What follows belongs to an exercise in optimizing a design on an open flow for small area, a short achievable clock period and few clock cycles; a production flow would make more cautious choices. RTL that was checked went through simulation tests only; none was proved equivalent to the original.

==> inputs of violet <==
// aggregate_top
module aggregate_top (
	input logic clk,
	input logic rst,
	input logic start,
	input logic [agg_pkg::COUNT_W-1:0] num_vertices,
	input logic rec_valid,
	input logic [link_pkg::REC_W-1:0] rec,
	output logic credit_return,
	input logic load_we,
	input logic [agg_pkg::VADDR_W-1:0] load_addr,
	input logic [agg_pkg::FEAT_W-1:0] load_data,
	input logic [agg_pkg::VADDR_W-1:0] rd_addr,
	output logic [agg_pkg::FEAT_W-1:0] rd_data,
	output logic busy,
	output logic done
);
	logic [link_pkg::REC_W-1:0] head;
	logic head_valid;
	logic pop;
	logic [agg_pkg::VADDR_W-1:0] src_rd_addr;
	logic src_rd_en;
	logic [agg_pkg::FEAT_W-1:0] src_data;
	logic [agg_pkg::ISSUE_W-1:0] issue;
	logic dst_we;
	logic [agg_pkg::VADDR_W-1:0] dst_addr;
	logic [agg_pkg::FEAT_W-1:0] dst_data;
	record_ingress ingress_i (
		.clk(clk),
		.rst(rst),
		.rec_valid(rec_valid),
		.rec(rec),
		.pop(pop),
		.head(head),
		.head_valid(head_valid),
		.credit_return(credit_return)
	);
	aggregate_ctrl ctrl_i (
		.clk(clk),
		.rst(rst),
		.start(start),
		.num_vertices(num_vertices),
		.head(head),
		.head_valid(head_valid),
		.load_we(load_we),
		.pop(pop),
		.src_rd_addr(src_rd_addr),
		.src_rd_en(src_rd_en),
		.issue(issue),
		.done(done),
		.busy(busy)
	);
	feature_buffer #(.FWD(0)) src_buf_i (  
		.clk(clk),
		.we(load_we),
		.wr_addr(load_addr),
		.wr_data(load_data),
		.rd_en(src_rd_en),
		.rd_addr(src_rd_addr),
		.rd_data(src_data)
	);
	vector_mac mac_i (
		.clk(clk),
		.rst(rst),
		.issue(issue),
		.src_data(src_data),
		.dst_we(dst_we),
		.dst_addr(dst_addr),
  ...
==> flow/config.mk <==
export PLATFORM = sky130hd
export DESIGN_NAME = aggregate_top
export DESIGN_NICKNAME = aggregate_top
export VERILOG_FILES = /design/flow/design.v
export SDC_FILE = /design/flow/constraint.sdc
export NUM_CORES = 4
export LEC_CHECK = 0
export CAP_MARGIN = 20
export CORE_MARGIN = 2
export CORE_UTILIZATION = 40
export SETUP_SLACK_MARGIN = 5
export SLEW_MARGIN = 20
==> flow/constraint.sdc <==
create_clock -name core_clock -period 8.5 [get_ports {clk}]
set_input_delay 1.7000 -clock core_clock [delete_from_list [all_inputs] [get_ports {clk}]]
set_output_delay 1.7000 -clock core_clock [all_outputs]
set_load 0.01 [all_outputs]
run.sh (not shown) runs the stock make flow with config.mk's settings and CLKGATE_MAP_FILE= SYNTH_SCRIPT=/design/flow/synth_recipe.tcl, a recipe that flattens the netlist after the stock synthesis.
==> inputs of juniper, as changes to violet <==
--- a/flow/design.v
+++ b/flow/design.v
@@ -71,33 +71,43 @@
 module record_ingress (
 	input logic clk,
 	input logic rst,
 	input logic rec_valid,
 	input logic [link_pkg::REC_W-1:0] rec,
 	input logic pop,
 	output logic [link_pkg::REC_W-1:0] head,
 	output logic head_valid,
+	output logic [3:0] head_addr,  
 	output logic credit_return
 );
 	localparam int SLOT_W = 1 + 4 + 16;  
 	logic [SLOT_W-1:0] mem [link_pkg::CREDITS];
 	logic [SLOT_W-1:0] slot_in;
 	logic [SLOT_W-1:0] slot_out;
 	logic [link_pkg::PTR_W-1:0] wr_ptr;
 	logic [link_pkg::PTR_W-1:0] rd_ptr;
 	logic [link_pkg::CNT_W-1:0] count;
 	logic do_pop;
+	logic [link_pkg::PTR_W-1:0] rd_ptr_next;
 	assign slot_in = {rec[link_pkg::REC_KIND], rec[link_pkg::REC_ADDR +: 4],
 		(rec[link_pkg::REC_KIND] == link_pkg::REC_HEADER)
 			? {8'd0, rec[link_pkg::REC_COUNT +: 8]} : rec[link_pkg::REC_WEIGHT +: 16]};
 	assign slot_out = mem[rd_ptr];
 	assign head = {slot_out[20:16], slot_out[7:0], slot_out[15:0]};
 	assign head_valid = (count != '0);
 	assign do_pop = pop && head_valid;
+	assign rd_ptr_next = rd_ptr + do_pop;
+	always_ff @(posedge clk) begin
+		if (rec_valid && wr_ptr == rd_ptr_next) begin
+			head_addr <= rec[link_pkg::REC_ADDR +: 4];
+		end else begin
+			head_addr <= mem[rd_ptr_next][19:16];
+		end
+	end
 	always_ff @(posedge clk) begin
 		if (rec_valid) begin
 			mem[wr_ptr] <= slot_in;  
 		end
 	end
 	always_ff @(posedge clk) begin
 		if (rst) begin
 			wr_ptr <= '0;
@@ -123,16 +133,17 @@
 `timescale 1ns/100ps
 module aggregate_ctrl (
 	input logic clk,
 	input logic rst,
 	input logic start,
 	input logic [agg_pkg::COUNT_W-1:0] num_vertices,
 	input logic [link_pkg::REC_W-1:0] head,
 	input logic head_valid,
+	input logic [agg_pkg::VADDR_W-1:0] head_addr_q,  
 	input logic load_we,
 	output logic pop,
 	output logic [agg_pkg::VADDR_W-1:0] src_rd_addr,
 	output logic src_rd_en,
 	output logic [agg_pkg::ISSUE_W-1:0] issue,
 	output logic done,
 	output logic busy
 );
@@ -180,17 +191,17 @@
 			input logic [agg_pkg::COUNT_W-1:0] vleft, input logic [agg_pkg::COUNT_W-1:0] eleft);
 		is_end = header ? (count0 && (vleft == agg_pkg::COUNT_W'(1)))
 			: ((eleft == agg_pkg::COUNT_W'(1)) && (vleft == '0));
 	endfunction
 	assign vl = start ? num_vertices : vert_left;
 	assign pf_ready = pf_valid && !pf_stale;
 	assign take = pf_ready && (issuing || start);
 	assign pop = head_valid && !load_we && !pf_stale && (!pf_valid || take);
-	assign src_rd_addr = pf_stale ? pf_addr : head_addr;
+	assign src_rd_addr = pf_stale ? pf_addr : head_addr_q;
 	assign src_rd_en = pop || (pf_stale && !load_we);
 	assign term_last = pf_header ? pf_count0 : (edges_left == agg_pkg::COUNT_W'(1));
 	assign term_end = is_end(pf_header, pf_count0, vl, edges_left);
 	always_comb begin
 		pf_valid_n = pop || (pf_valid && !take);
 		pf_stale_n = load_we && pf_valid;  
 		pf_header_n = pop ? head_header : pf_header;
 		pf_count0_n = pop ? (head_count == '0) : pf_count0;
@@ -258,54 +269,54 @@
 	input logic [agg_pkg::FEAT_W-1:0] src_data,
 	output logic dst_we,
 	output logic [agg_pkg::VADDR_W-1:0] dst_addr,
 	output logic [agg_pkg::FEAT_W-1:0] dst_data
 );
 	localparam int ROWS = agg_pkg::MUL_ROWS;
 	logic [agg_pkg::CODE_W-1:0] code;
 	logic s2_valid;
-	logic s2_first;
 	logic s2_last;
 	logic [agg_pkg::VADDR_W-1:0] s2_dst;
 	logic [agg_pkg::FEAT_LANES*ROWS*agg_pkg::ELEM_W-1:0] s1_rows;
 	logic [agg_pkg::FEAT_LANES*ROWS*agg_pkg::ELEM_W-1:0] s2_rows;
-	logic [agg_pkg::FEAT_W-1:0] acc;
+	logic [agg_pkg::FEAT_W-1:0] acc;  
+	logic acc_clear;  
 	logic [agg_pkg::FEAT_W-1:0] acc_next;
 	assign code = issue[agg_pkg::ISSUE_WEIGHT +: agg_pkg::CODE_W];
 	for (genvar i = 0; i < agg_pkg::FEAT_LANES; i++) begin : g_lane
 		localparam int RW = ROWS * agg_pkg::ELEM_W;
-		logic [agg_pkg::ELEM_W-1:0] acc_in;
 		mul_lo16_cs mul_i (
 			.a(src_data[i*agg_pkg::ELEM_W +: agg_pkg::ELEM_W]),
 			.code(code),
 			.rows(s1_rows[i*RW +: RW])
 		);
-		assign acc_in = s2_first ? '0 : acc[i*agg_pkg::ELEM_W +: agg_pkg::ELEM_W];
 		acc_sum_cs sum_i (
-			.acc(acc_in),
+			.acc(acc[i*agg_pkg::ELEM_W +: agg_pkg::ELEM_W]),
 			.rows(s2_rows[i*RW +: RW]),
 			.sum(acc_next[i*agg_pkg::ELEM_W +: agg_pkg::ELEM_W])  
 		);
 	end
 	always_ff @(posedge clk) begin
 		if (rst) begin
 			s2_valid <= 1'b0;
 		end else begin
 			s2_valid <= issue[agg_pkg::ISSUE_VALID];
 		end
 	end
 	always_ff @(posedge clk) begin
-		s2_first <= issue[agg_pkg::ISSUE_FIRST];
 		s2_last <= issue[agg_pkg::ISSUE_LAST];
 		s2_dst <= issue[agg_pkg::ISSUE_DST +: agg_pkg::VADDR_W];
 		s2_rows <= s1_rows;
 	end
+	assign acc_clear = issue[agg_pkg::ISSUE_VALID] && issue[agg_pkg::ISSUE_FIRST];
 	always_ff @(posedge clk) begin
-		if (s2_valid) begin
+		if (acc_clear) begin
+			acc <= '0;
+		end else if (s2_valid) begin
 			acc <= acc_next;
 		end
 	end
 	assign dst_we = s2_valid && s2_last;
 	assign dst_addr = s2_dst;
 	assign dst_data = acc_next;
 endmodule
 module booth_enc (
@@ -677,41 +688,44 @@
 	input logic [agg_pkg::FEAT_W-1:0] load_data,
 	input logic [agg_pkg::VADDR_W-1:0] rd_addr,
 	output logic [agg_pkg::FEAT_W-1:0] rd_data,
 	output logic busy,
 	output logic done
 );
 	logic [link_pkg::REC_W-1:0] head;
 	logic head_valid;
+	logic [agg_pkg::VADDR_W-1:0] head_addr;
 	logic pop;
 	logic [agg_pkg::VADDR_W-1:0] src_rd_addr;
 	logic src_rd_en;
 	logic [agg_pkg::FEAT_W-1:0] src_data;
 	logic [agg_pkg::ISSUE_W-1:0] issue;
 	logic dst_we;
 	logic [agg_pkg::VADDR_W-1:0] dst_addr;
 	logic [agg_pkg::FEAT_W-1:0] dst_data;
 	record_ingress ingress_i (
 		.clk(clk),
 		.rst(rst),
 		.rec_valid(rec_valid),
 		.rec(rec),
 		.pop(pop),
 		.head(head),
 		.head_valid(head_valid),
+		.head_addr(head_addr),
 		.credit_return(credit_return)
 	);
 	aggregate_ctrl ctrl_i (
 		.clk(clk),
 		.rst(rst),
 		.start(start),
 		.num_vertices(num_vertices),
 		.head(head),
 		.head_valid(head_valid),
+		.head_addr_q(head_addr),
 		.load_we(load_we),
 		.pop(pop),
 		.src_rd_addr(src_rd_addr),
 		.src_rd_en(src_rd_en),
 		.issue(issue),
 		.done(done),
 		.busy(busy)
 	);
==> inputs of fjord, as changes to violet <==
--- a/flow/design.v
+++ b/flow/design.v
@@ -71,33 +71,43 @@
 module record_ingress (
 	input logic clk,
 	input logic rst,
 	input logic rec_valid,
 	input logic [link_pkg::REC_W-1:0] rec,
 	input logic pop,
 	output logic [link_pkg::REC_W-1:0] head,
 	output logic head_valid,
+	output logic [3:0] head_addr,  
 	output logic credit_return
 );
 	localparam int SLOT_W = 1 + 4 + 16;  
 	logic [SLOT_W-1:0] mem [link_pkg::CREDITS];
 	logic [SLOT_W-1:0] slot_in;
 	logic [SLOT_W-1:0] slot_out;
 	logic [link_pkg::PTR_W-1:0] wr_ptr;
 	logic [link_pkg::PTR_W-1:0] rd_ptr;
 	logic [link_pkg::CNT_W-1:0] count;
 	logic do_pop;
+	logic [link_pkg::PTR_W-1:0] rd_ptr_next;
 	assign slot_in = {rec[link_pkg::REC_KIND], rec[link_pkg::REC_ADDR +: 4],
 		(rec[link_pkg::REC_KIND] == link_pkg::REC_HEADER)
 			? {8'd0, rec[link_pkg::REC_COUNT +: 8]} : rec[link_pkg::REC_WEIGHT +: 16]};
 	assign slot_out = mem[rd_ptr];
 	assign head = {slot_out[20:16], slot_out[7:0], slot_out[15:0]};
 	assign head_valid = (count != '0);
 	assign do_pop = pop && head_valid;
+	assign rd_ptr_next = rd_ptr + do_pop;
+	always_ff @(posedge clk) begin
+		if (rec_valid && wr_ptr == rd_ptr_next) begin
+			head_addr <= rec[link_pkg::REC_ADDR +: 4];
+		end else begin
+			head_addr <= mem[rd_ptr_next][19:16];
+		end
+	end
 	always_ff @(posedge clk) begin
 		if (rec_valid) begin
 			mem[wr_ptr] <= slot_in;  
 		end
 	end
 	always_ff @(posedge clk) begin
 		if (rst) begin
 			wr_ptr <= '0;
@@ -123,16 +133,17 @@
 `timescale 1ns/100ps
 module aggregate_ctrl (
 	input logic clk,
 	input logic rst,
 	input logic start,
 	input logic [agg_pkg::COUNT_W-1:0] num_vertices,
 	input logic [link_pkg::REC_W-1:0] head,
 	input logic head_valid,
+	input logic [agg_pkg::VADDR_W-1:0] head_addr_q,  
 	input logic load_we,
 	output logic pop,
 	output logic [agg_pkg::VADDR_W-1:0] src_rd_addr,
 	output logic src_rd_en,
 	output logic [agg_pkg::ISSUE_W-1:0] issue,
 	output logic done,
 	output logic busy
 );
@@ -180,17 +191,17 @@
 			input logic [agg_pkg::COUNT_W-1:0] vleft, input logic [agg_pkg::COUNT_W-1:0] eleft);
 		is_end = header ? (count0 && (vleft == agg_pkg::COUNT_W'(1)))
 			: ((eleft == agg_pkg::COUNT_W'(1)) && (vleft == '0));
 	endfunction
 	assign vl = start ? num_vertices : vert_left;
 	assign pf_ready = pf_valid && !pf_stale;
 	assign take = pf_ready && (issuing || start);
 	assign pop = head_valid && !load_we && !pf_stale && (!pf_valid || take);
-	assign src_rd_addr = pf_stale ? pf_addr : head_addr;
+	assign src_rd_addr = pf_stale ? pf_addr : head_addr_q;
 	assign src_rd_en = pop || (pf_stale && !load_we);
 	assign term_last = pf_header ? pf_count0 : (edges_left == agg_pkg::COUNT_W'(1));
 	assign term_end = is_end(pf_header, pf_count0, vl, edges_left);
 	always_comb begin
 		pf_valid_n = pop || (pf_valid && !take);
 		pf_stale_n = load_we && pf_valid;  
 		pf_header_n = pop ? head_header : pf_header;
 		pf_count0_n = pop ? (head_count == '0) : pf_count0;
@@ -258,54 +269,54 @@
 	input logic [agg_pkg::FEAT_W-1:0] src_data,
 	output logic dst_we,
 	output logic [agg_pkg::VADDR_W-1:0] dst_addr,
 	output logic [agg_pkg::FEAT_W-1:0] dst_data
 );
 	localparam int ROWS = agg_pkg::MUL_ROWS;
 	logic [agg_pkg::CODE_W-1:0] code;
 	logic s2_valid;
-	logic s2_first;
 	logic s2_last;
 	logic [agg_pkg::VADDR_W-1:0] s2_dst;
 	logic [agg_pkg::FEAT_LANES*ROWS*agg_pkg::ELEM_W-1:0] s1_rows;
 	logic [agg_pkg::FEAT_LANES*ROWS*agg_pkg::ELEM_W-1:0] s2_rows;
-	logic [agg_pkg::FEAT_W-1:0] acc;
+	logic [agg_pkg::FEAT_W-1:0] acc;  
+	logic acc_clear;  
 	logic [agg_pkg::FEAT_W-1:0] acc_next;
 	assign code = issue[agg_pkg::ISSUE_WEIGHT +: agg_pkg::CODE_W];
 	for (genvar i = 0; i < agg_pkg::FEAT_LANES; i++) begin : g_lane
 		localparam int RW = ROWS * agg_pkg::ELEM_W;
-		logic [agg_pkg::ELEM_W-1:0] acc_in;
 		mul_lo16_cs mul_i (
 			.a(src_data[i*agg_pkg::ELEM_W +: agg_pkg::ELEM_W]),
 			.code(code),
 			.rows(s1_rows[i*RW +: RW])
 		);
-		assign acc_in = s2_first ? '0 : acc[i*agg_pkg::ELEM_W +: agg_pkg::ELEM_W];
 		acc_sum_cs sum_i (
-			.acc(acc_in),
+			.acc(acc[i*agg_pkg::ELEM_W +: agg_pkg::ELEM_W]),
 			.rows(s2_rows[i*RW +: RW]),
 			.sum(acc_next[i*agg_pkg::ELEM_W +: agg_pkg::ELEM_W])  
 		);
 	end
 	always_ff @(posedge clk) begin
 		if (rst) begin
 			s2_valid <= 1'b0;
 		end else begin
 			s2_valid <= issue[agg_pkg::ISSUE_VALID];
 		end
 	end
 	always_ff @(posedge clk) begin
-		s2_first <= issue[agg_pkg::ISSUE_FIRST];
 		s2_last <= issue[agg_pkg::ISSUE_LAST];
 		s2_dst <= issue[agg_pkg::ISSUE_DST +: agg_pkg::VADDR_W];
 		s2_rows <= s1_rows;
 	end
+	assign acc_clear = issue[agg_pkg::ISSUE_VALID] && issue[agg_pkg::ISSUE_FIRST];
 	always_ff @(posedge clk) begin
-		if (s2_valid) begin
+		if (acc_clear) begin
+			acc <= '0;
+		end else if (s2_valid) begin
 			acc <= acc_next;
 		end
 	end
 	assign dst_we = s2_valid && s2_last;
 	assign dst_addr = s2_dst;
 	assign dst_data = acc_next;
 endmodule
 module booth_enc (
@@ -677,41 +688,44 @@
 	input logic [agg_pkg::FEAT_W-1:0] load_data,
 	input logic [agg_pkg::VADDR_W-1:0] rd_addr,
 	output logic [agg_pkg::FEAT_W-1:0] rd_data,
 	output logic busy,
 	output logic done
 );
 	logic [link_pkg::REC_W-1:0] head;
 	logic head_valid;
+	logic [agg_pkg::VADDR_W-1:0] head_addr;
 	logic pop;
 	logic [agg_pkg::VADDR_W-1:0] src_rd_addr;
 	logic src_rd_en;
 	logic [agg_pkg::FEAT_W-1:0] src_data;
 	logic [agg_pkg::ISSUE_W-1:0] issue;
 	logic dst_we;
 	logic [agg_pkg::VADDR_W-1:0] dst_addr;
 	logic [agg_pkg::FEAT_W-1:0] dst_data;
 	record_ingress ingress_i (
 		.clk(clk),
 		.rst(rst),
 		.rec_valid(rec_valid),
 		.rec(rec),
 		.pop(pop),
 		.head(head),
 		.head_valid(head_valid),
+		.head_addr(head_addr),
 		.credit_return(credit_return)
 	);
 	aggregate_ctrl ctrl_i (
 		.clk(clk),
 		.rst(rst),
 		.start(start),
 		.num_vertices(num_vertices),
 		.head(head),
 		.head_valid(head_valid),
+		.head_addr_q(head_addr),
 		.load_we(load_we),
 		.pop(pop),
 		.src_rd_addr(src_rd_addr),
 		.src_rd_en(src_rd_en),
 		.issue(issue),
 		.done(done),
 		.busy(busy)
 	);
Settings changed: CORE_UTILIZATION 40 to 55, CTS_BUF_LIST from default to sky130_fd_sc_hd__clkbuf_16, CTS_CLUSTER_DIAMETER from default to 70, CTS_CLUSTER_SIZE from default to 24, PLACE_DENSITY from default to 0.7.
==> qor summary <==
Final min period: fjord 3.65 ns; violet 3.70 ns; juniper 3.52 ns
Layout overhead on the synthesized area: fjord 12.2%; violet 21.6%; juniper 17.2%
Invs w/o clock: fjord 187; violet 366; juniper 187
Post-synthesis net count: fjord 6685; violet 6812; juniper 6685
R2R setup slack: fjord 4.85 ns; violet 4.80 ns; juniper 4.98 ns
Total of fill cells in the finished design: fjord 13166; violet 21159; juniper 21362
Outcome: fjord no timing/DRC/antenna violations; violet no timing/DRC/antenna violations; juniper no timing/DRC/antenna violations
Met3 Usage GRT: fjord 4.45%; violet 4.25%; juniper 3.86%
Die X: fjord 435 um; violet 511 um; juniper 509 um
Final clock skew: fjord 0.0543 ns; violet 0.0615 ns; juniper 0.0659 ns
Share of the core filled with cells in the final layout: fjord 61.9%; violet 48.8%; juniper 47.1%
Count of cell types in the netlist: fjord 88; violet 81; juniper 88
Worst reg2reg startpoint: fjord mac_i.s2_valid; violet mac_i.s2_rows[114]; juniper ctrl_i.pf_code[10]
Vias after detailed routing: fjord 60789; violet 63130; juniper 60902
Synth Register Bits: fjord 2526; violet 2523; juniper 2526
Number of setup buffers added after CTS: fjord 50; violet 187; juniper 47
All-Layer GR Usage: fjord 29.7%; violet 24.0%; juniper 22.9%
Crit path setup slack, layout: fjord 4.85 ns; violet 4.80 ns; juniper 4.98 ns
Testbench counts of juniper, summed over its fixed seeds: cycles 3,824.
Testbench counts of fjord, summed over its fixed seeds: cycles 3,824.
No functional check of the RTL was part of violet.

afterwards: timing with drivers on the ports:
Ports are ideal in the flow. The routed layouts listed here were re-timed in OpenROAD.
Step 1 assumes that a clkbuf_16 drives the clock port and a buf_2 every other input.
Step 2 adds t to the input delays and takes it off the output delays; t is the mean of the earliest and latest rising clock arrival at the registers after step 1. Input paths then give back, and output paths get back, about the clock's delay inside the block.
Slacks: ideal ports / drivers / drivers and shift; pairs: ideal ports / drivers.
| run | t, ns | setup slack, ns | worst setup path at the end |
|---|---|---|---|
| violet | 1.016 | 4.802 / 4.802 / 4.032 | input to register |
| juniper | 1.018 | 4.977 / 4.974 / 4.052 | input to register |
| fjord | 0.932 | 4.854 / 4.854 / 4.056 | input to register |
After both steps setup and hold are still met in every run listed. For juniper, which loses most, drivers alone change the setup slack by -0.003 ns; drivers and shift together by -0.925 ns.
